Source: an optimization exercise on an open RTL-to-GDS flow (aim: small area). Production flows keep margins and buffers that such runs may drop. Where RTL was checked, it was by simulation tests only, not by an equivalence proof against the original. Only the layout flow was run in runs 2 and 3; the RTL was not checked for function there. No activity file was given, so power comes from the tool's default toggle rates.

File: flow/config.mk
export PLATFORM = sky130hd
export DESIGN_NAME = id_stage
export DESIGN_NICKNAME = id_stage
export VERILOG_FILES = /design/flow/design.v
export SDC_FILE = /design/flow/constraint.sdc
export NUM_CORES = 4
export LEC_CHECK = 0
export CAP_MARGIN = 20
export CORE_MARGIN = 2
export CORE_UTILIZATION = 35
export PLACE_DENSITY = 0.55
export SLEW_MARGIN = 20
File: flow/constraint.sdc
create_clock -name core_clock -period 3.5 [get_ports {clk}]
set_input_delay 0.7000 -clock core_clock [delete_from_list [all_inputs] [get_ports {clk}]]
set_output_delay 0.7000 -clock core_clock [all_outputs]
set_load 0.01 [all_outputs]
File: flow/design.v
`timescale 1ns/100ps
`default_nettype none
package rv_isa_pkg;
    localparam logic [6:0] op_lui    = 7'b0110111;
    localparam logic [6:0] op_auipc  = 7'b0010111;
    localparam logic [6:0] op_jal    = 7'b1101111;
    localparam logic [6:0] op_jalr   = 7'b1100111;
    localparam logic [6:0] op_branch = 7'b1100011;
    localparam logic [6:0] op_load   = 7'b0000011;
    localparam logic [6:0] op_store  = 7'b0100011;
    localparam logic [6:0] op_imm    = 7'b0010011;
    localparam logic [6:0] op_r_type = 7'b0110011;
    localparam logic [2:0] f3_lb  = 3'b000;
    localparam logic [2:0] f3_lh  = 3'b001;
    localparam logic [2:0] f3_lw  = 3'b010;
    localparam logic [2:0] f3_lbu = 3'b100;
    localparam logic [2:0] f3_lhu = 3'b101;
    localparam logic [2:0] f3_sb = 3'b000;
    localparam logic [2:0] f3_sh = 3'b001;
    localparam logic [2:0] f3_sw = 3'b010;
    localparam logic [2:0] f3_beq  = 3'b000;
    localparam logic [2:0] f3_bne  = 3'b001;
    localparam logic [2:0] f3_blt  = 3'b100;
    localparam logic [2:0] f3_bge  = 3'b101;
    localparam logic [2:0] f3_bltu = 3'b110;
    localparam logic [2:0] f3_bgeu = 3'b111;
    localparam logic [2:0] f3_add_sub = 3'b000;
    localparam logic [2:0] f3_sll     = 3'b001;
    localparam logic [2:0] f3_slt     = 3'b010;
    localparam logic [2:0] f3_sltu    = 3'b011;
    localparam logic [2:0] f3_xor     = 3'b100;
    localparam logic [2:0] f3_srl_sra = 3'b101;  
    localparam logic [2:0] f3_or      = 3'b110;
    localparam logic [2:0] f3_and     = 3'b111;
    typedef struct packed {
        logic [6:0] funct7;
        logic [4:0] rs2;
        logic [4:0] rs1;
        logic [2:0] funct3;
        logic [4:0] rd;
        logic [6:0] opcode;
    } r_fmt_t;
    typedef struct packed {
        logic [11:0] imm_11_0;
        logic [4:0]  rs1;
        logic [2:0]  funct3;
        logic [4:0]  rd;
        logic [6:0]  opcode;
    } i_fmt_t;
    typedef struct packed {
        logic [6:0] imm_11_5;
        logic [4:0] rs2;
        logic [4:0] rs1;
        logic [2:0] funct3;
        logic [4:0] imm_4_0;
        logic [6:0] opcode;
    } s_fmt_t;
    typedef struct packed {
        logic       imm_12;
        logic [5:0] imm_10_5;
        logic [4:0] rs2;
        logic [4:0] rs1;
        logic [2:0] funct3;
        logic [3:0] imm_4_1;
        logic       imm_11;
        logic [6:0] opcode;
    } b_fmt_t;
    typedef struct packed {
        logic [19:0] imm_31_12;
        logic [4:0]  rd;
        logic [6:0]  opcode;
    } u_fmt_t;
    typedef struct packed {
        logic       imm_20;
        logic [9:0] imm_10_1;
        logic       imm_11;
        logic [7:0] imm_19_12;
        logic [4:0] rd;
        logic [6:0] opcode;
    } j_fmt_t;
    typedef union packed {
        r_fmt_t      r;
        i_fmt_t      i;
        s_fmt_t      s;
        b_fmt_t      b;
        u_fmt_t      u;
        j_fmt_t      j;
        logic [31:0] raw;
    } rv_inst_t;
endpackage
`default_nettype wire
`timescale 1ns/100ps
`default_nettype none
package id_ctrl_pkg;
    typedef enum logic [3:0] {
        alu_add = 4'd0,  
        alu_sub = 4'd1,
        alu_and = 4'd2,
        alu_or  = 4'd3,
        alu_xor = 4'd4,
        alu_slt = 4'd5,
        alu_sll = 4'd6,
        alu_srl = 4'd7,
        alu_sra = 4'd8,
        alu_beq = 4'd9,
        alu_bne = 4'd10,
        alu_bge = 4'd11,
        alu_blt = 4'd12,
        alu_lui = 4'd13
    } alu_op_t;
    typedef enum logic [1:0] {
        size_byte = 2'd0,
        size_half = 2'd1,
        size_word = 2'd2
    } mem_size_t;
    typedef enum logic [1:0] {
        wb_pc4 = 2'd0,
        wb_mem = 2'd1,
        wb_alu = 2'd2
    } wb_sel_t;
    typedef enum logic [1:0] {
        jmp_none = 2'b00,
        jmp_jump = 2'b10
    } jump_t;
    typedef struct packed {
        logic      mem_read;
        logic      mem_write;
        logic      reg_write;
        logic      alu_src_a;   
        logic      alu_src_b;   
        wb_sel_t   mem_to_reg;
        jump_t     jump;
        alu_op_t   alu_op;
        mem_size_t inst_size;
        logic      is_signed;
    } id_ctrl_t;
    typedef struct packed {
        logic        we;
        logic [4:0]  rd;
        logic [31:0] data;
    } wb_req_t;
    typedef struct packed {
        logic        valid;
        id_ctrl_t    ctrl;
        logic [31:0] pc;
        logic [31:0] rs1_data;
        logic [31:0] rs2_data;
        logic [31:0] imm;
        logic [4:0]  rd;
    } id_ex_t;
endpackage
`default_nettype wire
`timescale 1ns/100ps
`default_nettype none
import rv_isa_pkg::*;
import id_ctrl_pkg::*;
module id_control (
    input  rv_isa_pkg::rv_inst_t  inst,
    output id_ctrl_pkg::id_ctrl_t ctrl
);
    wire [6:0] opcode = inst.r.opcode;
    wire [2:0] funct3 = inst.r.funct3;
    wire       bit30  = inst.r.funct7[5];
    wire lui   = (opcode == op_lui);
    wire auipc = (opcode == op_auipc);
    wire jal   = (opcode == op_jal);
    wire jalr  = (opcode == op_jalr);
    wire lb  = (opcode == op_load) && (funct3 == f3_lb);
    wire lh  = (opcode == op_load) && (funct3 == f3_lh);
    wire lw  = (opcode == op_load) && (funct3 == f3_lw);
    wire lbu = (opcode == op_load) && (funct3 == f3_lbu);
    wire lhu = (opcode == op_load) && (funct3 == f3_lhu);
    wire sb = (opcode == op_store) && (funct3 == f3_sb);
    wire sh = (opcode == op_store) && (funct3 == f3_sh);
    wire sw = (opcode == op_store) && (funct3 == f3_sw);
    wire beq  = (opcode == op_branch) && (funct3 == f3_beq);
    wire bne  = (opcode == op_branch) && (funct3 == f3_bne);
    wire blt  = (opcode == op_branch) && (funct3 == f3_blt);
    wire bge  = (opcode == op_branch) && (funct3 == f3_bge);
    wire bltu = (opcode == op_branch) && (funct3 == f3_bltu);
    wire bgeu = (opcode == op_branch) && (funct3 == f3_bgeu);
    wire addi  = (opcode == op_imm) && (funct3 == f3_add_sub);
    wire slti  = (opcode == op_imm) && (funct3 == f3_slt);
    wire sltiu = (opcode == op_imm) && (funct3 == f3_sltu);
    wire xori  = (opcode == op_imm) && (funct3 == f3_xor);
    wire ori   = (opcode == op_imm) && (funct3 == f3_or);
    wire andi  = (opcode == op_imm) && (funct3 == f3_and);
    wire slli  = (opcode == op_imm) && (funct3 == f3_sll);
    wire srli  = (opcode == op_imm) && (funct3 == f3_srl_sra) && !bit30;
    wire srai  = (opcode == op_imm) && (funct3 == f3_srl_sra) && bit30;
    wire add   = (opcode == op_r_type) && (funct3 == f3_add_sub) && !bit30;
    wire sub   = (opcode == op_r_type) && (funct3 == f3_add_sub) && bit30;
    wire slt   = (opcode == op_r_type) && (funct3 == f3_slt);
    wire sltu  = (opcode == op_r_type) && (funct3 == f3_sltu);
    wire xor_r = (opcode == op_r_type) && (funct3 == f3_xor);
    wire or_r  = (opcode == op_r_type) && (funct3 == f3_or);
    wire and_r = (opcode == op_r_type) && (funct3 == f3_and);
    wire sll   = (opcode == op_r_type) && (funct3 == f3_sll);
    wire srl   = (opcode == op_r_type) && (funct3 == f3_srl_sra) && !bit30;
    wire sra   = (opcode == op_r_type) && (funct3 == f3_srl_sra) && bit30;
    wire load   = lb || lh || lw || lbu || lhu;
    wire store  = sb || sh || sw;
    wire branch = beq || bne || blt || bge || bltu || bgeu;
    wire op_i   = addi || slti || sltiu || xori || ori || andi || slli || srli || srai;
    wire op_r   = add || sub || slt || sltu || xor_r || or_r || and_r || sll || srl || sra;
    wire known  = load || store || branch || op_i || op_r || lui || auipc || jal || jalr;
    always_comb begin
        ctrl = '0;  
        if (load) begin
            ctrl.mem_read   = 1'b1;
            ctrl.reg_write  = 1'b1;
            ctrl.alu_src_a  = 1'b1;
            ctrl.alu_src_b  = 1'b1;
            ctrl.mem_to_reg = wb_mem;
        end else if (store) begin
            ctrl.mem_write = 1'b1;
            ctrl.alu_src_a = 1'b1;
            ctrl.alu_src_b = 1'b1;
        end else if (branch) begin
            ctrl.alu_src_a = 1'b1;  
        end else if (lui || auipc) begin
            ctrl.reg_write  = 1'b1;
            ctrl.alu_src_b  = 1'b1;  
            ctrl.mem_to_reg = wb_alu;
        end else if (jal || jalr) begin
            ctrl.reg_write  = 1'b1;
            ctrl.alu_src_a  = jalr;
            ctrl.alu_src_b  = 1'b1;
            ctrl.mem_to_reg = wb_pc4;
            ctrl.jump       = jmp_jump;
        end else if (op_i || op_r) begin
            ctrl.reg_write  = 1'b1;
            ctrl.alu_src_a  = 1'b1;
            ctrl.alu_src_b  = op_i;
            ctrl.mem_to_reg = wb_alu;
        end
        if (sub)                                   ctrl.alu_op = alu_sub;
        else if (andi || and_r)                    ctrl.alu_op = alu_and;
        else if (ori || or_r)                      ctrl.alu_op = alu_or;
        else if (xori || xor_r)                    ctrl.alu_op = alu_xor;
        else if (slti || sltiu || slt || sltu)     ctrl.alu_op = alu_slt;
        else if (slli || sll)                      ctrl.alu_op = alu_sll;
        else if (srli || srl)                      ctrl.alu_op = alu_srl;
        else if (srai || sra)                      ctrl.alu_op = alu_sra;
        else if (beq)                              ctrl.alu_op = alu_beq;
        else if (bne)                              ctrl.alu_op = alu_bne;
        else if (bge || bgeu)                      ctrl.alu_op = alu_bge;
        else if (blt || bltu)                      ctrl.alu_op = alu_blt;
        else if (lui)                              ctrl.alu_op = alu_lui;
        else                                       ctrl.alu_op = alu_add;  
        if (known) begin
            if (lb || lbu || sb)      ctrl.inst_size = size_byte;
            else if (lh || lhu || sh) ctrl.inst_size = size_half;
            else                      ctrl.inst_size = size_word;
            ctrl.is_signed = !(lbu || lhu || sltu || sltiu || bltu || bgeu);
        end
    end
endmodule
`default_nettype wire
`timescale 1ns/100ps
`default_nettype none
import rv_isa_pkg::*;
module id_imm_gen (
    input  rv_isa_pkg::rv_inst_t inst,
    output logic [31:0]          imm
);
    logic sign;  
    assign sign = inst.raw[31];
    always_comb begin
        imm = 32'd0;  
        case (inst.i.opcode)
            op_load, op_jalr: begin
                imm = {{20{sign}}, inst.i.imm_11_0};
            end
            op_imm: begin
                if (inst.i.funct3 == f3_sll || inst.i.funct3 == f3_srl_sra) begin
                    imm = {27'd0, inst.r.rs2};  
                end else begin
                    imm = {{20{sign}}, inst.i.imm_11_0};
                end
            end
            op_store: begin
                imm = {{20{sign}}, inst.s.imm_11_5, inst.s.imm_4_0};
            end
            op_branch: begin
                imm = {{19{sign}}, inst.b.imm_12, inst.b.imm_11,
                       inst.b.imm_10_5, inst.b.imm_4_1, 1'b0};
            end
            op_lui, op_auipc: begin
                imm = {inst.u.imm_31_12, 12'd0};
            end
            op_jal: begin
                imm = {{11{sign}}, inst.j.imm_20, inst.j.imm_19_12,
                       inst.j.imm_11, inst.j.imm_10_1, 1'b0};
            end
            default: begin
                imm = 32'd0;
            end
        endcase
    end
endmodule
`default_nettype wire
`timescale 1ns/100ps
`default_nettype none
module id_reg_file (
    input  logic                 clk,
    input  logic                 reset,
    input  logic [4:0]           rs1,
    input  logic [4:0]           rs2,
    input  id_ctrl_pkg::wb_req_t wb,
    output logic [31:0]          rs1_data,
    output logic [31:0]          rs2_data
);
    logic [31:0] regs [1:31];  
    function automatic logic [31:0] read_port(input logic [4:0] addr);
        logic [31:0] data;
        if (addr == 5'd0) begin
            data = 32'd0;
        end else if (wb.we && wb.rd == addr) begin
            data = wb.data;
        end else begin
            data = regs[addr];
        end
        read_port = data;
    endfunction
    always_ff @(posedge clk) begin
        if (!reset) begin
            for (integer i = 1; i < 32; i = i + 1) begin
                regs[i] <= 32'd0;
            end
        end else if (wb.we && wb.rd != 5'd0) begin
            regs[wb.rd] <= wb.data;
        end
    end
    always_comb begin
        rs1_data = read_port(rs1);
        rs2_data = read_port(rs2);
    end
endmodule
`default_nettype wire
`timescale 1ns/100ps
`default_nettype none
import id_ctrl_pkg::*;
module id_ex_reg (
    input  logic                  clk,
    input  logic                  reset,
    input  logic                  stall,
    input  logic                  flush,
    input  logic                  inst_valid,
    input  id_ctrl_pkg::id_ctrl_t ctrl,
    input  logic [31:0]           pc,
    input  logic [31:0]           rs1_data,
    input  logic [31:0]           rs2_data,
    input  logic [31:0]           imm,
    input  logic [4:0]            rd,
    output id_ctrl_pkg::id_ex_t   id_ex
);
    id_ctrl_pkg::id_ex_t next_entry;
    always_comb begin
        next_entry = '0;  
        if (flush) begin
            next_entry = '0;  
        end else if (stall) begin
            next_entry = id_ex;
        end else if (inst_valid) begin
            next_entry.valid    = 1'b1;
            next_entry.ctrl     = ctrl;
            next_entry.pc       = pc;
            next_entry.rs1_data = rs1_data;
            next_entry.rs2_data = rs2_data;
            next_entry.imm      = imm;
            next_entry.rd       = rd;
        end
    end
    always_ff @(posedge clk) begin
        if (!reset) begin
            id_ex <= '0;
        end else begin
            id_ex <= next_entry;
        end
    end
endmodule
`default_nettype wire
`timescale 1ns/100ps
`default_nettype none
import id_ctrl_pkg::*;
module id_stage (
    input  logic                 clk,
    input  logic                 reset,
    input  rv_isa_pkg::rv_inst_t inst,
    input  logic [31:0]          pc,
    input  logic                 inst_valid,
    input  logic                 stall,
    input  logic                 flush,
    input  id_ctrl_pkg::wb_req_t wb,
    output id_ctrl_pkg::id_ex_t  id_ex
);
    id_ctrl_pkg::id_ctrl_t ctrl;
    logic [31:0] imm;
    logic [31:0] rs1_data;
    logic [31:0] rs2_data;
    id_control u_control (
        .inst (inst),
        .ctrl (ctrl)
    );
    id_imm_gen u_imm_gen (
        .inst (inst),
        .imm  (imm)
    );
    id_reg_file u_reg_file (
        .clk      (clk),
        .reset    (reset),
        .rs1      (inst.r.rs1),
        .rs2      (inst.r.rs2),
        .wb       (wb),
        .rs1_data (rs1_data),
        .rs2_data (rs2_data)
    );
    id_ex_reg u_id_ex_reg (
        .clk        (clk),
        .reset      (reset),
        .stall      (stall),
        .flush      (flush),
        .inst_valid (inst_valid),
        .ctrl       (ctrl),
        .pc         (pc),
        .rs1_data   (rs1_data),
        .rs2_data   (rs2_data),
        .imm        (imm),
        .rd         (inst.r.rd),
        .id_ex      (id_ex)
    );
endmodule
`default_nettype wire
File: flow/run.sh
#!/bin/bash
# synth_recipe.tcl (not shown) runs the flow's synth.tcl, then flattens the netlist and writes it again
# the make line also repeats each setting of config.mk as NAME=value (left out here)
make -C /OpenROAD-flow-scripts/flow DESIGN_CONFIG=/design/flow/config.mk WORK_HOME=/design/flow/orfs CLKGATE_MAP_FILE= SYNTH_SCRIPT=/design/flow/synth_recipe.tcl finish
==> results of run 1 <==
## cell families (layout without fill, tap and decap cells)
family                    count (synthesis)  after routing
DFF                                    1172           1172
xor gates and xnor gates                 10             10
AOI/OAI and AO/OA                       463            463
muxes                                   655            655
and+or+nand+nor                        1426           1426
buffers and inverters                   453            879
other                                     1             34
## final cells by class
cell class,instances,area [um^2],area share
Antenna cell,1,2.50,0.0000346
Clock buffer,202,3930,0.0543
Sequential cell,1172,33700,0.465
Inverter,12,45.0,0.000622
Clock inverter,50,558,0.00771
Tap cell,2233,2790,0.0386
Timing Repair Buffer,615,6170,0.0852
Multi-Input combinational cell,2587,25200,0.348
## per-stage QoR
| stage | worst slack, ns | utilization | setup TNS [ns] | hold WS [ns] | instance area (um^2) |
|---|---|---|---|---|---|
| after floorplan | -0.773 | - | -463.28 | 0.470 | 60300 |
| after global placement | -0.00823 | 0.396 | -0.00825 | 0.434 | 67900 |
| after detailed placement | 0.0174 | 0.397 | 0 | 0.438 | 67900 |
| after CTS | 0.654 | 0.423 | 0 | 0.412 | 72400 |
| after global routing | 0.708 | 0.423 | 0 | 0.467 | 72400 |
| final | 0.754 | 0.423 | 0 | 0.444 | 72400 |
## path summary, 6_finish.rpt
| path | start | endpoint | slack (ns) | cells after the start |
|---|---|---|---|---|
| setup / recovery | u_id_ex_reg.id_ex[65]$_SDFFE_PP0N_ | id_ex[65] | 0.75 | 1 |
| hold / removal | u_id_ex_reg.id_ex[36]$_SDFFE_PP0N_ | u_id_ex_reg.id_ex[36]$_SDFFE_PP0N_ | 0.44 | 2 |
| setup reg to reg | u_reg_file.regs[9][21]$_SDFFCE_PN0P_ | u_id_ex_reg.id_ex[58]$_SDFFE_PP0N_ | 1.07 | 6 |
| hold reg to reg | u_id_ex_reg.id_ex[36]$_SDFFE_PP0N_ | u_id_ex_reg.id_ex[36]$_SDFFE_PP0N_ | 0.44 | 2 |
## power groups by stage
stage | Clock, mW | Combinational [mW] | Sequential (mW)
2_1_floorplan | 0 | 2.25 | 16.4
3_3_place_gp | 0 | 4.11 | 16.5
3_5_place_dp | 0 | 4.12 | 16.6
4_1_cts | 14.7 | 4.13 | 16.3
5_1_grt | 15.2 | 4.27 | 16.4
6_report | 14.6 | 4.14 | 16.3
## layout by cell type (no fill, tap or decap), types with 8 or more instances in the layout
cell type	netlist	layout
sky130_fd_sc_hd__mux4_2	497	497
sky130_fd_sc_hd__o21ai_0	74	43
sky130_fd_sc_hd__o221ai_1	12	12
sky130_fd_sc_hd__clkbuf_16	0	143
sky130_fd_sc_hd__bufinv_16	0	11
sky130_fd_sc_hd__o22ai_1	86	86
sky130_fd_sc_hd__o211ai_1	10	10
sky130_fd_sc_hd__buf_4	32	289
sky130_fd_sc_hd__clkinv_1	1	20
sky130_fd_sc_hd__nand4_1	23	23
sky130_fd_sc_hd__clkbuf_8	0	14
sky130_fd_sc_hd__mux2i_1	99	99
sky130_fd_sc_hd__a21oi_1	27	27
sky130_fd_sc_hd__nor2_1	116	83
sky130_fd_sc_hd__nand2_1	145	145
sky130_fd_sc_hd__a211oi_1	14	13
sky130_fd_sc_hd__mux2_2	59	59
sky130_fd_sc_hd__clkdlybuf4s50_1	0	244
sky130_fd_sc_hd__o31ai_1	9	9
sky130_fd_sc_hd__clkinv_2	0	8
sky130_fd_sc_hd__nand3b_1	9	9
sky130_fd_sc_hd__nor3_1	12	12
sky130_fd_sc_hd__xnor2_1	10	10
sky130_fd_sc_hd__a221o_1	30	30
sky130_fd_sc_hd__o21ai_1	12	11
sky130_fd_sc_hd__nor2b_1	21	19
sky130_fd_sc_hd__a21o_1	8	8
sky130_fd_sc_hd__edfxtp_1	1024	1024
sky130_fd_sc_hd__buf_12	0	70
sky130_fd_sc_hd__o21ai_4	0	31
sky130_fd_sc_hd__clkbuf_1	299	45
sky130_fd_sc_hd__nor4_1	27	27
sky130_fd_sc_hd__conb_1	1	33
sky130_fd_sc_hd__inv_1	11	11
sky130_fd_sc_hd__o31a_1	8	8
sky130_fd_sc_hd__and2_1	1001	1000
sky130_fd_sc_hd__dfxtp_1	148	148
sky130_fd_sc_hd__nor2_4	0	31
sky130_fd_sc_hd__a22oi_1	126	126
sky130_fd_sc_hd__nand3_1	31	31
## layer usage
| layer | vias up | track usage |
|---|---|---|
| met3 | 425 | 0.0437 |
| met4 | 8 | 0.127 |
| met2 | 2122 | 0.429 |
| met5 | - | 0 |
| met1 | 21100 | 0.323 |
| li1 | 16700 | - |
==> summary.txt, run 1 <==
The proportion of synthesized flip-flops having asynchronous set or reset is 0. The number of iterations in the first detailed-routing pass came out at 6. The post-CTS setup-driven buffer insertion count is 0. The fraction of the mapped netlist area in simple logic gates is 0.137.

The area overhead of the layout relative to synthesis came out at 20.3%. By area, the combinational part of the netlist is dominated by multiplexers. The critical path goes through clkdlybuf4s50_1. For the final database, setup skew stands at 0.0225 ns. The top-level port count came out at 257.

The most common cell in the netlist is sky130_fd_sc_hd__edfxtp_1. The final routed wire length divided by cell count is 33.1 um. The net switching share of the total power came out at 0.248. Of the total power, the clock network draws 0.416. The arrival time at the worst endpoint came out at 2.05 ns. The XOR/XNOR share of the synthesized area is 0.00146. The ratio of routed vias to standard cells came out at 5.87. The share of total power in combinational logic came out at 0.118. The number of nets with antenna violations after routing is 0. The hold buffer count at CTS came out at 0. The portion of the clock cycle consumed by the worst path in the final layout came out at 0.785. The congestion estimate from routability-driven global placement came to 0.897. Measured against its own limit, the worst slew margin works out to 0.216. The pin count of the biggest net entering global routing came out at 60. The largest delay contributor family on the critical path is buffers and inverters. Sorting the synthesized cells by how often they occur yields 1024 x sky130_fd_sc_hd__edfxtp_1, 1001 x sky130_fd_sc_hd__and2_1, 497 x sky130_fd_sc_hd__mux4_2. The die height came out at 419 um. The element type at the critical path end is a primary output. The highest fanout seen on the critical path came out at 2.

The largest total area in the synthesized netlist belongs to sky130_fd_sc_hd__edfxtp_1. The routed length on met2 came out at 111 mm. The share of total power dissipated in sequential elements is 0.466.

In this run the static leakage power is 24.8 nW. The global-route usage over all layers came out at 0.257. Cell internal power was estimated by the tool at 26.3 mW. Summed over all nets, wire length on met3 after detailed routing comes to 17.4 mm. The initial core utilization is 0.352. The share of final-layout standard cells stronger than drive strength 1 is 0.259. The clock sink count came out at 1172. In this run the clock root is driven by a sky130_fd_sc_hd__clkbuf_16.

The number of placed cells counting well taps is 6618. The worst setup path is of the reg -> out kind. STA classifies the critical path startpoint as a flip-flop. The total number of vias came out at 40.3k. Summed over all nets, the switching power comes to 8.69 mW. After the last flow step, the layout net total stands at 4633. The number of clock buffers inserted by TritonCTS came out at 138.

The synthesized area is 60200 um^2. The largest vdd supply drop is 557 uV. The latest clock arrival within the worst-skew pair is 0.79 ns. The initial antenna violation count was 9.

Across the run, the number of max-cap violations was 0. After clock tree synthesis, the repair step resized 0 gates. For this block, the initial DRC count from the detailed router was 4881. The final setup violation count is 0. The total power draw came out at 35.0 mW. The detailed-placement wirelength estimate is 154 mm. The initialized floorplan defines 152 standard-cell rows. The number of flip-flops under the largest register name came out at 1024. The synthesized-area fraction occupied by ao, oa, aoi and oai cells is 0.0541. After synthesis, the share of cell area in mux cells is 0.213.

The number of port buffers is 255. The highest cell delay on the worst timing path came out at 0.64 ns. The flow ran to the end and the layout has no timing, DRC or antenna violations.

The detailed router put a total of 86.8 mm of wire on met1. Of the total synthesized cell area, the portion taken by full adders, half adders and majority gates is 0. The number of synthesized flops with an enable pin is 1024. For this design, the slowest cell found on the critical path is sky130_fd_sc_hd__clkdlybuf4s50_1. The number of global-route vias before repair is 40.6k. The total power density per cell area came out at 483 nW/um^2. The max-slew violation count is 0. The synthesized netlist cell count came out at 4180. The final-report hold violation count is 0.

After clock tree synthesis, the clock-pin slew on the worst setup and hold paths is 0.06 ns. The path type of the worst min-delay path is reg -> reg. The proportion of synthesized chip area in sequential cells came out at 0.560. The number of flip-flops and latches in the synthesized netlist came out at 1172.

In the synthesized netlist the dominant register cell turns out to be sky130_fd_sc_hd__edfxtp_1. Setup repair after global routing left no endpoint under its margin. The final layout contains routed wiring with a total length of 228 mm. The clock tree from TritonCTS is built. The floorplan step defined a core boundary enclosing 171000 um^2. The x dimension of the die is 419 um. The required time of the worst setup path came out at 2.80 ns. The global-route wire length before repair is 316 mm. The buffer and inverter count on the worst path is 1. The uppermost signal routing layer after detailed routing is met5. The count of H-tree levels built during CTS is 4.

Sorting the synthesized cells by area gives the leading types as sky130_fd_sc_hd__edfxtp_1 51%, sky130_fd_sc_hd__mux4_2 19%, sky130_fd_sc_hd__and2_1 10%, sky130_fd_sc_hd__dfxtp_1 4.9%, sky130_fd_sc_hd__clkbuf_1 1.9%. The number of distinct library cells after synthesis is 72. Of the post-synthesis cell area, the dominant cell type holds 0.511.

For the finished layout, the period the worst path requires is 2.75 ns. The transition at the pin with the smallest max-transition slack is 1.17 ns. After detailed routing, the number of remaining DRC violations is 0. The maximum operating frequency is 364 MHz. The number of inserted filler cells in the final layout came out at 15.4k. The finished layout holds 6872 standard cells, fillers aside.

After global routing the overflow that remains totals 0. The number of warning messages in the yosys log came out at 4. The die area came out at 175000 um^2. The clock passes through at most 3 buffers. The average cell area after synthesis is 14.4 um^2.
==> run 2: changes to the inputs <==
--- a/flow/design.v
+++ b/flow/design.v
@@ -302,87 +302,154 @@
 `default_nettype wire
 `timescale 1ns/100ps
 `default_nettype none
+module id_hold_reg #(
+    parameter int W = 32
+) (
+    input  logic         clk,
+    input  logic         hold,
+    input  logic         load,
+    input  logic [W-1:0] d,
+    output logic [W-1:0] q
+);
+    always_ff @(posedge clk) begin
+        q <= (q & {W{hold}}) | (d & {W{load}});
+    end
+endmodule
+module id_rd_bit #(
+    parameter int N = 33
+) (
+    input  logic [N-1:0] s,
+    input  logic [N-1:0] d,
+    output logic         y
+);
+    assign y = |(s & d);
+endmodule
 module id_reg_file (
     input  logic                 clk,
     input  logic                 reset,
     input  logic [4:0]           rs1,
     input  logic [4:0]           rs2,
     input  id_ctrl_pkg::wb_req_t wb,
-    output logic [31:0]          rs1_data,
-    output logic [31:0]          rs2_data
+    input  logic                 load,      
+    input  logic                 hold,      
+    input  logic [31:0]          q1,        
+    input  logic [31:0]          q2,        
+    output logic [31:0]          n1,        
+    output logic [31:0]          n2         
 );
-    logic [31:0] regs [1:31];  
-    function automatic logic [31:0] read_port(input logic [4:0] addr);
-        logic [31:0] data;
-        if (addr == 5'd0) begin
-            data = 32'd0;
-        end else if (wb.we && wb.rd == addr) begin
-            data = wb.data;
-        end else begin
-            data = regs[addr];
+    logic [31:1][31:0] rf;
+    logic [31:1]       wdec;    
+    logic [31:1]       wsel;    
+    logic [31:1]       hsel;    
+    logic [32:0]       sel1;    
+    logic [32:0]       sel2;
+    always_comb begin
+        for (integer i = 1; i < 32; i = i + 1) begin
+            wdec[i]    = wb.we && (wb.rd == i[4:0]);
+            wsel[i]    = reset && wdec[i];
+            hsel[i]    = reset && !wdec[i];
+            sel1[i-1]  = load && (rs1 == i[4:0]) && !wdec[i];
+            sel2[i-1]  = load && (rs2 == i[4:0]) && !wdec[i];
         end
-        read_port = data;
-    endfunction
-    always_ff @(posedge clk) begin
-        if (!reset) begin
+        sel1[31] = load && wb.we && (wb.rd == rs1) && (rs1 != 5'd0);
+        sel2[31] = load && wb.we && (wb.rd == rs2) && (rs2 != 5'd0);
+        sel1[32] = hold;
+        sel2[32] = hold;
+    end
+    for (genvar i = 1; i < 32; i = i + 1) begin : g_reg
+        id_hold_reg #(.W(32)) u_x (
+            .clk  (clk),
+            .hold (hsel[i]),
+            .load (wsel[i]),
+            .d    (wb.data),
+            .q    (rf[i])
+        );
+    end
+    for (genvar b = 0; b < 32; b = b + 1) begin : g_rd
+        logic [32:0] d1, d2;
+        always_comb begin
             for (integer i = 1; i < 32; i = i + 1) begin
-                regs[i] <= 32'd0;
+                d1[i-1] = rf[i][b];
             end
-        end else if (wb.we && wb.rd != 5'd0) begin
-            regs[wb.rd] <= wb.data;
+            d1[31] = wb.data[b];
+            d1[32] = q1[b];
+            d2 = {q2[b], d1[31:0]};
         end
-    end
-    always_comb begin
-        rs1_data = read_port(rs1);
-        rs2_data = read_port(rs2);
+        id_rd_bit #(.N(33)) u_p1 (.s(sel1), .d(d1), .y(n1[b]));
+        id_rd_bit #(.N(33)) u_p2 (.s(sel2), .d(d2), .y(n2[b]));
     end
 endmodule
 `default_nettype wire
 `timescale 1ns/100ps
 `default_nettype none
+import rv_isa_pkg::*;
 import id_ctrl_pkg::*;
 module id_ex_reg (
     input  logic                  clk,
-    input  logic                  reset,
-    input  logic                  stall,
-    input  logic                  flush,
-    input  logic                  inst_valid,
-    input  id_ctrl_pkg::id_ctrl_t ctrl,
+    input  logic                  load,      
+    input  logic                  hold,      
+    input  logic [3:0]            cls,       
+    input  logic [31:7]           ibits,     
     input  logic [31:0]           pc,
-    input  logic [31:0]           rs1_data,
-    input  logic [31:0]           rs2_data,
-    input  logic [31:0]           imm,
-    input  logic [4:0]            rd,
+    input  logic [31:0]           n1,        
+    input  logic [31:0]           n2,        
+    output logic [31:0]           q1,
+    output logic [31:0]           q2,
     output id_ctrl_pkg::id_ex_t   id_ex
 );
-    id_ctrl_pkg::id_ex_t next_entry;
+    logic        v_q;
+    logic [3:0]  cls_q;
+    logic [31:7] ib_q;
+    logic [31:0] pc_q;
+    id_hold_reg #(.W(1))  u_v   (.clk(clk), .hold(hold), .load(load), .d(1'b1),  .q(v_q));
+    id_hold_reg #(.W(4))  u_cls (.clk(clk), .hold(hold), .load(load), .d(cls),   .q(cls_q));
+    id_hold_reg #(.W(25)) u_ib  (.clk(clk), .hold(hold), .load(load), .d(ibits), .q(ib_q));
+    id_hold_reg #(.W(32)) u_pc  (.clk(clk), .hold(hold), .load(load), .d(pc),    .q(pc_q));
+    always_ff @(posedge clk) begin
+        q1 <= n1;
+        q2 <= n2;
+    end
+    logic [6:0] opc;
     always_comb begin
-        next_entry = '0;  
-        if (flush) begin
-            next_entry = '0;  
-        end else if (stall) begin
-            next_entry = id_ex;
-        end else if (inst_valid) begin
-            next_entry.valid    = 1'b1;
-            next_entry.ctrl     = ctrl;
-            next_entry.pc       = pc;
-            next_entry.rs1_data = rs1_data;
-            next_entry.rs2_data = rs2_data;
-            next_entry.imm      = imm;
-            next_entry.rd       = rd;
-        end
+        case (cls_q)
+            4'd1:    opc = op_load;
+            4'd2:    opc = op_store;
+            4'd3:    opc = op_branch;
+            4'd4:    opc = op_jalr;
+            4'd5:    opc = op_jal;
+            4'd6:    opc = op_imm;
+            4'd7:    opc = op_r_type;
+            4'd8:    opc = op_lui;
+            4'd9:    opc = op_auipc;
+            default: opc = 7'd0;
+        endcase
     end
-    always_ff @(posedge clk) begin
-        if (!reset) begin
-            id_ex <= '0;
-        end else begin
-            id_ex <= next_entry;
-        end
+    rv_isa_pkg::rv_inst_t  inst_q;
+    id_ctrl_pkg::id_ctrl_t ctrl_q;
+    logic [31:0]           imm_q;
+    assign inst_q = {ib_q, opc};
+    id_control u_control (
+        .inst (inst_q),
+        .ctrl (ctrl_q)
+    );
+    id_imm_gen u_imm_gen (
+        .inst (inst_q),
+        .imm  (imm_q)
+    );
+    always_comb begin
+        id_ex.valid    = v_q;
+        id_ex.ctrl     = ctrl_q;
+        id_ex.pc       = pc_q;
+        id_ex.rs1_data = q1;
+        id_ex.rs2_data = q2;
+        id_ex.imm      = imm_q;
+        id_ex.rd       = ib_q[11:7];
     end
 endmodule
 `default_nettype wire
 `timescale 1ns/100ps
 `default_nettype none
+import rv_isa_pkg::*;
 import id_ctrl_pkg::*;
 module id_stage (
     input  logic                 clk,
@@ -395,40 +462,51 @@
     input  id_ctrl_pkg::wb_req_t wb,
     output id_ctrl_pkg::id_ex_t  id_ex
 );
-    id_ctrl_pkg::id_ctrl_t ctrl;
-    logic [31:0] imm;
-    logic [31:0] rs1_data;
-    logic [31:0] rs2_data;
-    id_control u_control (
-        .inst (inst),
-        .ctrl (ctrl)
-    );
-    id_imm_gen u_imm_gen (
-        .inst (inst),
-        .imm  (imm)
-    );
+    logic load;
+    logic hold;
+    assign hold = reset && !flush && stall;
+    assign load = reset && !flush && !stall && inst_valid;
+    logic [3:0] cls;
+    always_comb begin
+        case (inst.r.opcode)
+            op_load:   cls = 4'd1;
+            op_store:  cls = 4'd2;
+            op_branch: cls = 4'd3;
+            op_jalr:   cls = 4'd4;
+            op_jal:    cls = 4'd5;
+            op_imm:    cls = 4'd6;
+            op_r_type: cls = 4'd7;
+            op_lui:    cls = 4'd8;
+            op_auipc:  cls = 4'd9;
+            default:   cls = 4'd0;
+        endcase
+    end
+    logic [31:0] q1, q2, n1, n2;
     id_reg_file u_reg_file (
-        .clk      (clk),
-        .reset    (reset),
-        .rs1      (inst.r.rs1),
-        .rs2      (inst.r.rs2),
-        .wb       (wb),
-        .rs1_data (rs1_data),
-        .rs2_data (rs2_data)
+        .clk  (clk),
+        .reset(reset),
+        .rs1  (inst.r.rs1),
+        .rs2  (inst.r.rs2),
+        .wb   (wb),
+        .load (load),
+        .hold (hold),
+        .q1   (q1),
+        .q2   (q2),
+        .n1   (n1),
+        .n2   (n2)
     );
     id_ex_reg u_id_ex_reg (
-        .clk        (clk),
-        .reset      (reset),
-        .stall      (stall),
-        .flush      (flush),
-        .inst_valid (inst_valid),
-        .ctrl       (ctrl),
-        .pc         (pc),
-        .rs1_data   (rs1_data),
-        .rs2_data   (rs2_data),
-        .imm        (imm),
-        .rd         (inst.r.rd),
-        .id_ex      (id_ex)
+        .clk   (clk),
+        .load  (load),
+        .hold  (hold),
+        .cls   (cls),
+        .ibits (inst.raw[31:7]),
+        .pc    (pc),
+        .n1    (n1),
+        .n2    (n2),
+        .q1    (q1),
+        .q2    (q2),
+        .id_ex (id_ex)
     );
 endmodule
 `default_nettype wire
--- a/flow/config.mk
+++ b/flow/config.mk
@@ -10,3 +10,4 @@
 export CORE_UTILIZATION = 35
 export PLACE_DENSITY = 0.55
 export SLEW_MARGIN = 20
+export SYNTH_HIERARCHICAL = 1
==> summary.txt, run 2 <==
The cell with the largest stage delay on the worst path is sky130_fd_sc_hd__or4b_4 (was sky130_fd_sc_hd__clkdlybuf4s50_1). The initial antenna violation count was 13 (was 9). The most common cell in the netlist is sky130_fd_sc_hd__dfxtp_1 (was sky130_fd_sc_hd__edfxtp_1). The global-route wire length before repair is 318 mm (was 316 mm).

The total power density per cell area came out at 450 nW/um^2 (was 483 nW/um^2). The number of violations reported at the end of detailed-routing iteration 0 is 6985 (was 4881). The routed length on met1 came to 90.2 mm (was 86.8 mm). The synthesized area was 47300 um^2 (was 60200 um^2). The worst setup skew after layout is 0.0290 ns (was 0.0225 ns).

The final-report hold violation count came out at 0 (unchanged). The number of nets with antenna violations after routing is 0 (unchanged). Counting stages on the worst path, the most repeated cell is sky130_fd_sc_hd__buf_6. In this run the layout check failures are setup timing. The max-slew violation count was 0 (unchanged).

The clock tree from TritonCTS is built (unchanged). The total of max-cap violations came out at 0 (unchanged). The root buffer cell is sky130_fd_sc_hd__clkbuf_16 (unchanged). The number of synthesized flops with an enable pin came out at 0 (was 1024). The routed length on met2 is 96.5 mm (was 111 mm).

RSZ-0062 raised after global routing: yes (was no). The area of the core came out at 134000 um^2 (was 171000 um^2). The fraction of synthesized cell area taken by the top area cell type is 0.473 (was 0.511). Result of the run: finished with violations (was finished clean). The type of the worst setup path is reg -> out (unchanged). The number of flip-flops and latches in the synthesized netlist came out at 1118 (was 1172). The tightest slew margin relative to the limit came to 0.129 (was 0.216). The DRC violations left came out at 0 (unchanged). The placed instance area came out at 56100 um^2 (was 67900 um^2). The initial core utilization came out at 0.354 (was 0.352). The wire length after detailed routing came to 226 mm (was 228 mm). Ranking of synthesized cells by instance count: 1118 x sky130_fd_sc_hd__dfxtp_1, 991 x sky130_fd_sc_hd__a22o_1, 897 x sky130_fd_sc_hd__a22oi_1 (was 1024 x sky130_fd_sc_hd__edfxtp_1, 1001 x sky130_fd_sc_hd__and2_1, 497 x sky130_fd_sc_hd__mux4_2). The transition at the pin with the smallest max-transition slack is 1.30 ns (was 1.17 ns). The top-level port count is 257 (unchanged). The proportion of synthesized flip-flops having asynchronous set or reset is 0 (unchanged). The uppermost signal routing layer after detailed routing was met5 (unchanged). The number of port buffers came to 255 (unchanged). The post-CTS clock slew at the launch and capture registers of the worst setup and hold paths came out at 0.06 ns (about the same). The share of final-layout standard cells stronger than drive strength 1 is 0.221 (was 0.259). The final routed wire length divided by cell count is 33.2 um (was 33.1 um). The required time of the worst setup path was 2.80 ns (about the same). The proportion of synthesized chip area in sequential cells was 0.473 (was 0.560). The average cell area after synthesis is 11.1 um^2 (was 14.4 um^2). The commonest non-fill, non-tap cell in the layout is sky130_fd_sc_hd__dfxtp_1 (was sky130_fd_sc_hd__edfxtp_1). The hold buffer count at CTS is 0 (unchanged). The post-route cell area was 60200 um^2 (was 72400 um^2). The total overflow reported by the global router came out at 0 (unchanged). The total number of vias came out at 45.9k (was 40.3k). The number of nets in the layout came out at 5046 (was 4633). The placement-stage worst setup slack is -0.380 ns (was 0.0174 ns).

The prevailing post-synth register cell is sky130_fd_sc_hd__dfxtp_1 (was sky130_fd_sc_hd__edfxtp_1). The final setup violation count came out at 33 (was 0). The final weighted congestion of routability-driven global placement is 0.945 (was 0.897).

The clock sink count came out at 1118 (was 1172). The leakage power figure was 22.7 nW (was 24.8 nW). The post-route worst setup slack came out at -0.251 ns (was 0.754 ns). The number of distinct library cells after synthesis came out at 67 (was 72). The final period demand of the worst path came out at 3.75 ns (was 2.75 ns). The number of global-route vias before repair is 43.1k (was 40.6k). The element type at the critical path end is a primary output (unchanged). The source of the worst register-to-register timing path is u_id_ex_reg.q1[27]$_DFF_P_ (was u_reg_file.regs[9][21]$_SDFFCE_PN0P_).

Cell chain of the critical path: or4b_4, o31ai_4, buf_6, mux2i_2, nand4b_1, a21boi_2, buf_4, buf_6, buf_6, a21o_1, buf_2 (was clkdlybuf4s50_1). The largest vdd supply drop came to 380 uV (was 557 uV). The number of flip-flops under the largest register name is 992 (was 1024). The number of rows created at floorplan came to 134 (was 152). The number of iterations in the first detailed-routing pass was 12 (was 6). The detailed-placement wirelength estimate came out at 156 mm (was 154 mm). The maximum operating frequency came to 267 MHz (was 364 MHz). The origin of the worst min-delay path is u_id_ex_reg.u_pc.q[29]$_DFF_P_ (was u_id_ex_reg.id_ex[36]$_SDFFE_PP0N_). The count of H-tree levels built during CTS came out at 3 (was 4). The number of clock buffers inserted by TritonCTS is 116 (was 138). The path type of the worst min-delay path is reg -> reg (unchanged). The highest cell delay on the worst timing path is 0.55 ns (was 0.64 ns). The timing startpoint of the critical path was u_id_ex_reg.u_cls.q[2]$_DFF_P_ (was u_id_ex_reg.id_ex[65]$_SDFFE_PP0N_). The register ranked first by flip-flop count is u_reg_file.g.u_x.q. The sort of element at the start of the critical path is a flip-flop (unchanged). The highest fanout seen on the critical path is 5 (was 2). Cell types with the largest area share after synthesis: sky130_fd_sc_hd__dfxtp_1 47%, sky130_fd_sc_hd__a22o_1 18%, sky130_fd_sc_hd__a22oi_1 14%, sky130_fd_sc_hd__buf_6 4.7%, sky130_fd_sc_hd__nand4_1 2.6% (was sky130_fd_sc_hd__edfxtp_1 51%, sky130_fd_sc_hd__mux4_2 19%, sky130_fd_sc_hd__and2_1 10%, sky130_fd_sc_hd__dfxtp_1 4.9%, sky130_fd_sc_hd__clkbuf_1 1.9%). The global-route usage over all layers is 0.314 (was 0.257). The most area-hungry cell type in the Yosys netlist is sky130_fd_sc_hd__dfxtp_1 (was sky130_fd_sc_hd__edfxtp_1). The utilization of the core after routing came to 0.450 (was 0.423).

The ratio of routed vias to standard cells is 6.74 (was 5.87). The routed length on met3 is 27.5 mm (was 17.4 mm). The die area is 138000 um^2 (was 175000 um^2). The arrival time at the worst endpoint is 3.05 ns (was 2.05 ns). The number of warning messages in the yosys log is 15 (was 4). The largest buffer count on any clock path came out at 3 (unchanged). The synthesized netlist cell count was 4260 (was 4180). The die height came to 372 um (was 419 um).

Highest-count cells in the layout ignoring fill and taps: 1114 x sky130_fd_sc_hd__dfxtp_1, 991 x sky130_fd_sc_hd__a22o_1, 897 x sky130_fd_sc_hd__a22oi_1 (was 1024 x sky130_fd_sc_hd__edfxtp_1, 1000 x sky130_fd_sc_hd__and2_1, 497 x sky130_fd_sc_hd__mux4_2). The portion of the clock cycle consumed by the worst path in the final layout came out at 1.07 (was 0.785). The area overhead of the layout relative to synthesis came out at 27.4% (was 20.3%). The x dimension of the die was 372 um (was 419 um).

The latest clock arrival within the worst-skew pair is 0.75 ns (was 0.79 ns). The pin count of the biggest net entering global routing is 64 (was 60).
-- run 2: changes by cell type after synthesis, sizes merged, moves of 64 or more --
cell    previous run  this run
o22ai             86         2
and2            1002        40
mux2i             99         3
a222oi             0        64
dfxtp            148      1118
buf              141       273
a22o               4      1059
nand4             23       195
mux4             497         0
nor2             116        50
o21ai             86         7
edfxtp          1024         0
clkbuf           300        23
a22oi            126       961
-- run 2: cells by family (layout without fill, tap and decap cells) --
family	Yosys count	after routing	share of synthesized area
multiplexers	4	4	0.000873
buffers and inverters	300	1071	0.0611
AO/OA/AOI/OAI	2151	2151	0.380
flip-flops	1118	1118	0.473
AND/OR/NAND/NOR	676	676	0.0826
other	2	4	0.000159
XOR/XNOR	9	9	0.00167
-- run 2: layout make-up --
class / count / area [um^2]
fill: 12500 / 73500
multi-input combinational: 2842 / 23200
sequential: 1118 / 22400
timing repair buffer: 857 / 8550
clock buffer: 169 / 3440
tap: 1768 / 2210
clock inverter: 41 / 452
inverter: 4 / 15.0
antenna: 2 / 5.00
-- run 2: worst max-delay path, delay by kind of cell, from the launching register on --
kind	cells	cell delay (ns)
AND/OR/NAND/NOR	2	0.72
buffers and inverters	5	0.60
AO/OA/AOI/OAI	3	0.43
flip-flops	1	0.36
multiplexers	1	0.21
-- run 2: layer usage --
metal	up-vias	global-route usage
met5	-	0
met4	16	0.147
met3	682	0.0958
met2	3242	0.472
met1	22700	0.409
li1	19200	-
-- run 2: final timing paths --
| kind | end | slack [ns] | depth (start not counted) |
|---|---|---|---|
| max | id_ex[32] | -0.25 | 11 |
| min | u_id_ex_reg.u_pc.q[29]$_DFF_P_ | 0.48 | 1 |
| max reg2reg | u_id_ex_reg.q1[27]$_DFF_P_ | 1.83 | 4 |
| min reg2reg | u_id_ex_reg.u_pc.q[29]$_DFF_P_ | 0.48 | 1 |
-- run 2: stage by stage --
step	TNS [ns]	instances	total power [mW]	hold slack (ns)
4_1_cts	-6.64	6794	27.2	0.488
5_1_grt	-6.50	6800	27.7	0.499
3_5_place_dp	-15.95	6560	14.5	0.470
6_report	-3.99	6801	27.1	0.482
2_1_floorplan	-2.67	4260	13.7	0.456
3_3_place_gp	-16.85	6554	14.5	0.465
-- run 2: Yosys stat by module, one instance, submodules excluded, excerpt --
module / cell area (um^2) / flip-flops and latches / times used / cells inside
id_ex_reg: 1870 / 64 / 1 / 144
id_reg_file: 1360 / 0 / 1 / 243
id_control: 536 / 0 / 1 / 83
id_imm_gen: 433 / 0 / 1 / 59
id_stage: 118 / 0 / 1 / 17
-- run 2: where the power goes --
| part | switching, mW | leakage (nW) | internal (mW) | total (mW) |
|---|---|---|---|---|
| clock network | 5.45 | 1.94 | 7.38 | 12.8 |
| registers | 0.0900 | 9.02 | 12.8 | 12.9 |
| logic | 0.918 | 11.7 | 0.477 | 1.39 |
| total | 6.46 | 22.7 | 20.7 | 27.1 |
-- run 2: what timing repair did --
item | CTS | global route
setup endpoints to repair | 47 | 44
gates cloned | 1 | 0
buffers inserted | 23 | 6
pin swaps | 13 | 8
endpoints found under the hold margin | 0 | 0
gates resized for setup | 207 | 34
==> run 3: changes to the inputs <==
--- a/flow/config.mk
+++ b/flow/config.mk
@@ -7,7 +7,7 @@
 export LEC_CHECK = 0
 export CAP_MARGIN = 20
 export CORE_MARGIN = 2
-export CORE_UTILIZATION = 35
-export PLACE_DENSITY = 0.55
+export CORE_UTILIZATION = 65
+export PLACE_DENSITY = 0.75
 export SLEW_MARGIN = 20
 export SYNTH_HIERARCHICAL = 1
==> summary.txt, run 3 <==
The pin count of the biggest net entering global routing was 69 (was 64). The final cell count without fillers is 5767 (was 6801). The highest fanout seen on the critical path was 14 (was 5).

The ratio of routed vias to standard cells came out at 8.21 (was 6.74). The number of synthesized flops with an enable pin is 0 (unchanged). The proportion of synthesized chip area in sequential cells came out at 0.473 (unchanged). The most area-hungry cell type in the Yosys netlist is sky130_fd_sc_hd__dfxtp_1 (unchanged). The cell with the largest stage delay on the worst path was sky130_fd_sc_hd__or4b_4 (unchanged).

The area overhead of the layout relative to synthesis came to 20.9% (was 27.4%). The synthesized netlist cell count was 4260 (unchanged). The number of global-route vias before repair came out at 43.9k (was 43.1k). The final routed wire length divided by cell count came out at 35.5 um (was 33.2 um).

The number of nets in the layout is 4828 (was 5046). The final setup violation count is 38 (was 33). The total of max-cap violations was 0 (unchanged). The global-route usage over all layers was 0.523 (was 0.314). The internal power consumption came out at 20.4 mW (was 20.7 mW).

The post-route worst setup slack is -0.269 ns (was -0.251 ns). The type of the worst setup path is reg -> out (unchanged). The number of distinct library cells after synthesis is 67 (unchanged). Cell chain of the critical path: or4b_4, o31ai_4, buf_6, buf_4, nor3_1, a31o_2, o21ai_0, a21oi_1, clkdlybuf4s15_2 (was or4b_4, o31ai_4, buf_6, mux2i_2, nand4b_1, a21boi_2, buf_4, buf_6, buf_6, a21o_1, buf_2).

The total overflow reported by the global router is 0 (unchanged). The largest buffer count on any clock path came out at 3 (unchanged). The area of the core was 71700 um^2 (was 134000 um^2). The timing startpoint of the critical path is u_id_ex_reg.u_cls.q[2]$_DFF_P_ (unchanged). The number of clock buffers inserted by TritonCTS is 108 (was 116). The element type at the critical path end is a primary output (unchanged). The latest clock arrival within the worst-skew pair came out at 0.70 ns (was 0.75 ns). The source of the worst register-to-register timing path is u_reg_file.g_reg[8].u_x.q[0]$_DFF_P_ (was u_id_ex_reg.q1[27]$_DFF_P_).

The leakage power figure came out at 21.2 nW (was 22.7 nW). The origin of the worst min-delay path is u_id_ex_reg.u_pc.q[23]$_DFF_P_ (was u_id_ex_reg.u_pc.q[29]$_DFF_P_). The highest cell delay on the worst timing path is 0.57 ns (was 0.55 ns). The worst setup skew after layout came out at 0.0462 ns (was 0.0290 ns).

The initial core utilization came out at 0.659 (was 0.354). The share of final-layout standard cells stronger than drive strength 1 is 0.185 (was 0.221).

The arrival time at the worst endpoint came out at 3.07 ns (was 3.05 ns). The sort of element at the start of the critical path is a flip-flop (unchanged). Result of the run: finished with violations (unchanged). The maximum operating frequency came out at 265 MHz (was 267 MHz). Highest-count cells in the layout ignoring fill and taps: 1115 x sky130_fd_sc_hd__dfxtp_1, 991 x sky130_fd_sc_hd__a22o_1, 897 x sky130_fd_sc_hd__a22oi_1 (was 1114 x sky130_fd_sc_hd__dfxtp_1, 991 x sky130_fd_sc_hd__a22o_1, 897 x sky130_fd_sc_hd__a22oi_1).

The number of iterations in the first detailed-routing pass came to 12 (unchanged). The global-route wire length before repair is 294 mm (was 318 mm). The initial antenna violation count came out at 15 (was 13).

The total power density per cell area is 466 nW/um^2 (was 450 nW/um^2). The net switching share of the total power is 0.233 (was 0.238). The synthesized area is 47300 um^2 (unchanged). The end point of the most critical hold path was u_id_ex_reg.u_pc.q[23]$_DFF_P_ (was u_id_ex_reg.u_pc.q[29]$_DFF_P_). The post-CTS clock slew at the launch and capture registers of the worst setup and hold paths is 0.06 ns (about the same).

The portion of total power attributed to sequential cells came out at 0.485 (was 0.476). The sum of negative setup slack is -4.47 ns (was -3.99 ns). The tightest slew margin relative to the limit came out at 0.132 (was 0.129). The required time of the worst setup path is 2.80 ns (about the same). The clock tree from TritonCTS is built (unchanged). The number of flip-flops under the largest register name came out at 992 (unchanged). The path type of the worst min-delay path is reg -> reg (unchanged). The most common cell in the netlist is sky130_fd_sc_hd__dfxtp_1 (unchanged). The x dimension of the die is 274 um (was 372 um). Cell types with the largest area share after synthesis: sky130_fd_sc_hd__dfxtp_1 47%, sky130_fd_sc_hd__a22o_1 18%, sky130_fd_sc_hd__a22oi_1 14%, sky130_fd_sc_hd__buf_6 4.7%, sky130_fd_sc_hd__nand4_1 2.6% (unchanged). The number of placed cells counting well taps is 5528 (was 6560). The root buffer cell was sky130_fd_sc_hd__clkbuf_16 (unchanged). Fail Reasons: setup timing (unchanged).

The number of port buffers was 255 (unchanged). The register ranked first by flip-flop count is u_reg_file.g.u_x.q (unchanged). The commonest non-fill, non-tap cell in the layout is sky130_fd_sc_hd__dfxtp_1 (unchanged).

The detailed-placement wirelength estimate is 128 mm (was 156 mm). The wire length after detailed routing came to 205 mm (was 226 mm). Ranking of synthesized cells by instance count: 1118 x sky130_fd_sc_hd__dfxtp_1, 991 x sky130_fd_sc_hd__a22o_1, 897 x sky130_fd_sc_hd__a22oi_1 (unchanged). The fraction of synthesized cell area taken by the top area cell type came out at 0.473 (unchanged).

The register-to-register setup slack came to 1.69 ns (was 1.83 ns). The number of violations reported at the end of detailed-routing iteration 0 is 10.3k (was 6985). The max-slew violation count is 0 (unchanged). The number of flip-flops and latches in the synthesized netlist is 1118 (unchanged).

The number of cells traversed by the worst hold path is 1 (unchanged). The DRC violations left is 0 (unchanged). The count of H-tree levels built during CTS came out at 3 (unchanged). The placed instance area came out at 53000 um^2 (was 56100 um^2). The post-route cell area came out at 57200 um^2 (was 60200 um^2). The hold buffer count at CTS came out at 0 (unchanged). The number of cells on the worst reg-to-reg path is 4 (unchanged). The portion of the clock cycle consumed by the worst path in the final layout is 1.08 (was 1.07). The final period demand of the worst path came out at 3.77 ns (was 3.75 ns). The die area came out at 74900 um^2 (was 138000 um^2).

The largest vdd supply drop is 528 uV (was 380 uV). The number of nets with antenna violations after routing is 0 (unchanged). The prevailing post-synth register cell is sky130_fd_sc_hd__dfxtp_1 (unchanged). RSZ-0062 raised after global routing: yes (unchanged).

The switching power summed over all nets is 6.20 mW (was 6.46 mW). The number of rows created at floorplan is 98 (was 134). The destination of the worst register-to-register timing path is u_id_ex_reg.q1[0]$_DFF_P_ (was u_id_ex_reg.q1[27]$_DFF_P_). The total power draw is 26.6 mW (was 27.1 mW). The total number of vias came to 47.3k (was 45.9k). The final-layout worst hold slack is 0.485 ns (was 0.482 ns). The die height came out at 274 um (was 372 um).

The final weighted congestion of routability-driven global placement is 0.993 (was 0.945). The power share of the clock group is 0.466 (was 0.473). The number of warning messages in the yosys log is 15 (unchanged). The share of total power in combinational logic came out at 0.049 (was 0.051). The final-report hold violation count came out at 0 (unchanged).

The top-level port count is 257 (unchanged). The transition at the pin with the smallest max-transition slack came out at 1.30 ns (about the same). The average cell area after synthesis was 11.1 um^2 (unchanged).

The proportion of synthesized flip-flops having asynchronous set or reset was 0 (unchanged). The clock sink count came to 1118 (unchanged).
## run 3: cell counts after synthesis
Identical to the previous run, type by type.
## run 3: final cells by class
class,instances,area (um^2)
clock buffer,153,3130
timing repair buffer,647,6670
clock inverter,46,633
inverter,4,15.0
multi-input combinational,2842,23100
sequential,1118,22400
antenna,7,17.5
fill,4691,14600
tap,950,1190
## run 3: Yosys stat by module, one instance, submodules excluded, a selection
module / flops+latches / cells inside / times used
id_ex_reg: 64 / 144 / 1
id_reg_file: 0 / 243 / 1
id_control: 0 / 83 / 1
id_imm_gen: 0 / 59 / 1
id_stage: 0 / 17 / 1
## run 3: power by group through the flow
| stage | registers (mW) | clock network [mW] | logic [mW] |
|---|---|---|---|
| 2_1_floorplan | 13.2 | 0 | 0.543 |
| 3_3_place_gp | 13.2 | 0 | 1.20 |
| 3_5_place_dp | 13.2 | 0 | 1.22 |
| 4_1_cts | 12.9 | 12.3 | 1.23 |
| 5_1_grt | 12.9 | 12.9 | 1.30 |
| 6_report | 12.9 | 12.4 | 1.31 |
## run 3: worst max-delay path, delay by kind of cell (launching register included)
| kind | cells | cell delay, ns |
|---|---|---|
| AOI/OAI and AO/OA | 4 | 0.76 |
| DFF | 1 | 0.34 |
| and+or+nand+nor | 2 | 0.68 |
| buffers and inverters | 3 | 0.62 |
## run 3: per-stage QoR
step | utilization | setup WS, ns
after CTS | 0.794 | -0.164
after global routing | 0.797 | -0.294
after global placement | 0.738 | -0.586
after detailed placement | 0.739 | -0.356
final | 0.797 | -0.269
after floorplan | - | -0.0835
## run 3: how the worst max path moves through the flow
stage	cells past startpoint	to	slack, ns
2_1_floorplan	9	u_id_ex_reg.q1[0]$_DFF_P_	-0.08
3_3_place_gp	11	u_id_ex_reg.q1[13]$_DFF_P_	-0.59
3_5_place_dp	11	u_id_ex_reg.q1[10]$_DFF_P_	-0.36
4_1_cts	11	id_ex[28]	-0.16
5_1_grt	11	id_ex[28]	-0.29
6_report	9	id_ex[145]	-0.27
## run 3: kinds of logic after synthesis
group                     count (synthesis)  synth area share
AOI/OAI and AO/OA                      2151             0.380
DFF                                    1118             0.473
and+or+nand+nor                         676            0.0826
buffers and inverters                   300            0.0611
xor gates and xnor gates                  9           0.00167
muxes                                     4          0.000873
other                                     2          0.000159
## run 3: timing repair
action                                  4_1_cts  5_1_grt
gates resized for setup                     171       64
pin swaps                                    14       10
cloned                                        1        1
hold endpoints to repair                      0        0
buffers inserted                             23        7
endpoints found under the setup margin       46       45
## run 3: per-layer routing
layer  up-vias  GRT usage  part of all wire
li1      18800          -                 -
met1     22400      0.669              0.35
met2      4883      0.711              0.39
met3      1209      0.273              0.19
met4        20      0.274             0.067
met5         -    0.00321           0.00072

## static timing again, ports no longer ideal
In the flow no input, the clock included, has a driving cell. The finished layouts below were timed again as built, in two steps.
Step 1 sets driving cells, clkbuf_16 on the clock port and buf_2 on the other inputs (assumed; they add their load-dependent delay and slew).
Step 2 times the ports against the registers' clock, not the clock port: input delays grow and output delays shrink by t, the midpoint of the rising clock arrivals with the driver on.
a / b / c = no drivers / after step 1 / after step 2; a / b = the first two.
| run | shift t [ns] | setup WS [ns] | worst setup path after step 2 | pins driven straight from the clock port |
|---|---|---|---|---|
| run 1 | 0.869 | 0.754 / 0.663 / -0.004 | input to register | 1 |
| run 2 | 0.811 | -0.251 / -0.328 / -0.491 | input to register | 1 |
| run 3 | 0.744 | -0.269 / -0.342 / -0.605 | input to register | 1 |
With both steps, setup timing fails in run 1, where it was met with ideal ports. For run 1, which loses most, drivers alone change the setup slack by -0.091 ns; drivers and shift together by -0.758 ns.
